Context: an optimization exercise on an open-source flow, tuned for small area, a short achievable clock period and few clock cycles. The choices shown serve that exercise and are no tape-out recipe. The RTL was checked by simulation tests, not by an equivalence proof against the original design.

Design trialign_top, start of the top module:
module trialign_top (
  input  logic                                       CLK,
  input  logic                                       rst,
  input  logic                                       start_i,
  input  logic [trialign_pkg::LEN_A_BITS-1:0]         len_a_i,
  input  logic [trialign_pkg::LEN_BC_BITS-1:0]        len_b_i,
  input  logic [trialign_pkg::LEN_BC_BITS-1:0]        len_c_i,
  input  logic [trialign_pkg::SYM_BITS-1:0]           a_sym_i,
  input  logic [trialign_pkg::SYM_BITS-1:0]           b_sym_i,
  input  logic [trialign_pkg::SYM_BITS-1:0]           c_sym_i,
  input  logic                                       score_ready_i,
  output logic [trialign_pkg::A_ADDR_BITS-1:0]        a_addr_o,
  output logic [trialign_pkg::BC_ADDR_BITS-1:0]       b_addr_o,
  output logic [trialign_pkg::BC_ADDR_BITS-1:0]       c_addr_o,
  output logic                                       busy_o,
  output logic signed [trialign_pkg::SCORE_BITS-1:0]  score_o,
  output logic                                       score_valid_o
);
  localparam int W = NCOL * E_BITS;
  typedef logic [E_BITS-1:0] e_t;
  localparam logic [1:0] S_IDLE = 2'd0;
  localparam logic [1:0] S_WAIT = 2'd1;
  localparam logic [1:0] S_RUN  = 2'd2;
  localparam logic [1:0] S_HOLD = 2'd3;
  logic [1:0]             state;
  logic [2:0]             ld_cnt;
  logic                   fresh;       
  logic [LEN_A_BITS-1:0]  la_q;
  logic [LEN_BC_BITS-1:0] lb_q;
  logic [LEN_BC_BITS-1:0] lc_q;
  logic                   swap_q;
  logic [LEN_BC_BITS-1:0] lr_q;        
  logic                   lr1_q;       
  logic [LEN_BC_BITS-1:0] lp_q;        
  logic [2:0]             lm1_q;       
  logic                   l2_q;        
  ...
Settings: LEC_CHECK=0, ABC_AREA=1, CAP_MARGIN=10, CORE_MARGIN=2, CORE_UTILIZATION=60, CTS_CLUSTER_DIAMETER=100, CTS_CLUSTER_SIZE=20, PLACE_DENSITY=0.7, SLEW_MARGIN=10; clock period 24.0 ns.
standard.sh (not shown) runs the stock make flow with config.mk's settings and CLKGATE_MAP_FILE= SYNTH_SCRIPT=/design/flow/synth_recipe.tcl, a recipe that flattens the netlist after the stock synthesis.
==> flow/flow/run.sh <==
#!/bin/bash
# Layout: the standard flow, except that the port buffers are plain
# buffers (buf_2) instead of the delay cell buffer_ports picks itself, and
# that timing repair aims for 18 ns of setup slack at the 24 ns clock, so
# that it sizes the logic for a shorter achieved period.
set -euo pipefail
export BUFFER_PORTS_ARGS="-buffer_cell sky130_fd_sc_hd__buf_2"
export SETUP_SLACK_MARGIN=18
bash standard.sh > standard.log 2>&1
The first run went through all stages and came out clean.
Testbench counts at the start, summed over its fixed seeds: cycles 11,251.
Next try:
==> flow/config.mk (replaced) <==
export PLATFORM = sky130hd
export DESIGN_NAME = trialign_top
export DESIGN_NICKNAME = trialign_top
export VERILOG_FILES = /design/flow/design.v
export SDC_FILE = /design/flow/constraint.sdc
export NUM_CORES = 4
export LEC_CHECK = 0
export CAP_MARGIN = 40
export CORE_MARGIN = 2
export CORE_UTILIZATION = 30
export CTS_CLUSTER_DIAMETER = 100
export CTS_CLUSTER_SIZE = 25
export PLACE_DENSITY = 0.4
export SLEW_MARGIN = 40
Result:
- critical path depth does not change
- sequential share of layout area went down by 2.8 points
- via count went down by 13%
- clock skew went up by 16 ps
- routed wire length went up by 11%
- utilization went down by 30 points
- setup slack loses 65 ps


trialign_top again, from the RTL that the note above started with.
Settings: LEC_CHECK=0, CAP_MARGIN=40, CORE_MARGIN=2, CORE_UTILIZATION=30, CTS_BUF_LIST=sky130_fd_sc_hd__clkbuf_4, PLACE_DENSITY=0.4, SLEW_MARGIN=40; clock period 24.0 ns.
Scripts as last shown in full above: flow/flow/run.sh
The baseline ran to the end with no violations.
Testbench counts at the start, summed over its fixed seeds: cycles 11,251.
Change:
- CORE_UTILIZATION: 30 -> 50
- CTS_BUF_LIST: sky130_fd_sc_hd__clkbuf_4 -> unset
- CTS_CLUSTER_DIAMETER: unset -> 100
- CTS_CLUSTER_SIZE: unset -> 20
- PLACE_DENSITY: 0.4 -> 0.6
Die area goes down by 40%.
Count of clock-buffer cells in the layout went down by 402.
Wire length goes down by 14%.
Non-clock buffer count goes down by 18.
Hold slack gains 0.038 ns.
Synthesized cell count does not change.
Sequential cell count stays the same.
Final cell count falls by 16%.
Change:
- ABC_AREA: unset -> 1
Global-route usage rose by 3.1 points.
Setup slack loses 0.015 ns.
Non-clock buffer count fell by 141.
Die area fell slightly.
Core utilization fell by 1.6 points.
Routed wire length rose by a little under a tenth.
Register-to-register slack gains 0.31 ns.
Via count rose by roughly a tenth.
Final cell count rose by about a fifth.

[what the ideal ports hide]
Ports are ideal in the flow. The routed layouts listed here were re-timed in OpenROAD.
Step 1 assumes that a clkbuf_16 drives the clock port and a buf_2 every other input.
Step 2, shift: input delay + t, output delay - t, t = (earliest + latest rising clock arrival at the registers) / 2. This alone moves slack from input paths to output paths.
Three values: no drivers, after step 1, after step 2; two values: the first two.
| run | t (ns) | setup WS [ns] | hold WS [ns] | pins driven straight from the clock port |
|---|---|---|---|---|
| the first run of note 1 | 0.739 | 17.937 / 17.864 / 17.611 | 0.343 / 0.343 / 0.343 | 1 |
| the second run of note 1 | 0.799 | 17.872 / 17.785 / 17.402 | 0.335 / 0.335 / 0.335 | 1 |
| the first run of note 2 | 1.349 | 17.282 / 17.203 / 17.441 | 0.285 / 0.285 / 0.285 | 1 |
| the second run of note 2 | 0.752 | 17.919 / 17.842 / 17.551 | 0.323 / 0.323 / 0.323 | 1 |
| the third run of note 2 | 0.775 | 17.904 / 17.824 / 17.549 | 0.347 / 0.347 / 0.347 | 1 |
After both steps setup and hold are still met in every run listed. The setup slack of the second run of note 1, which loses most, moves by -0.087 ns with the drivers and by -0.470 ns with both steps.
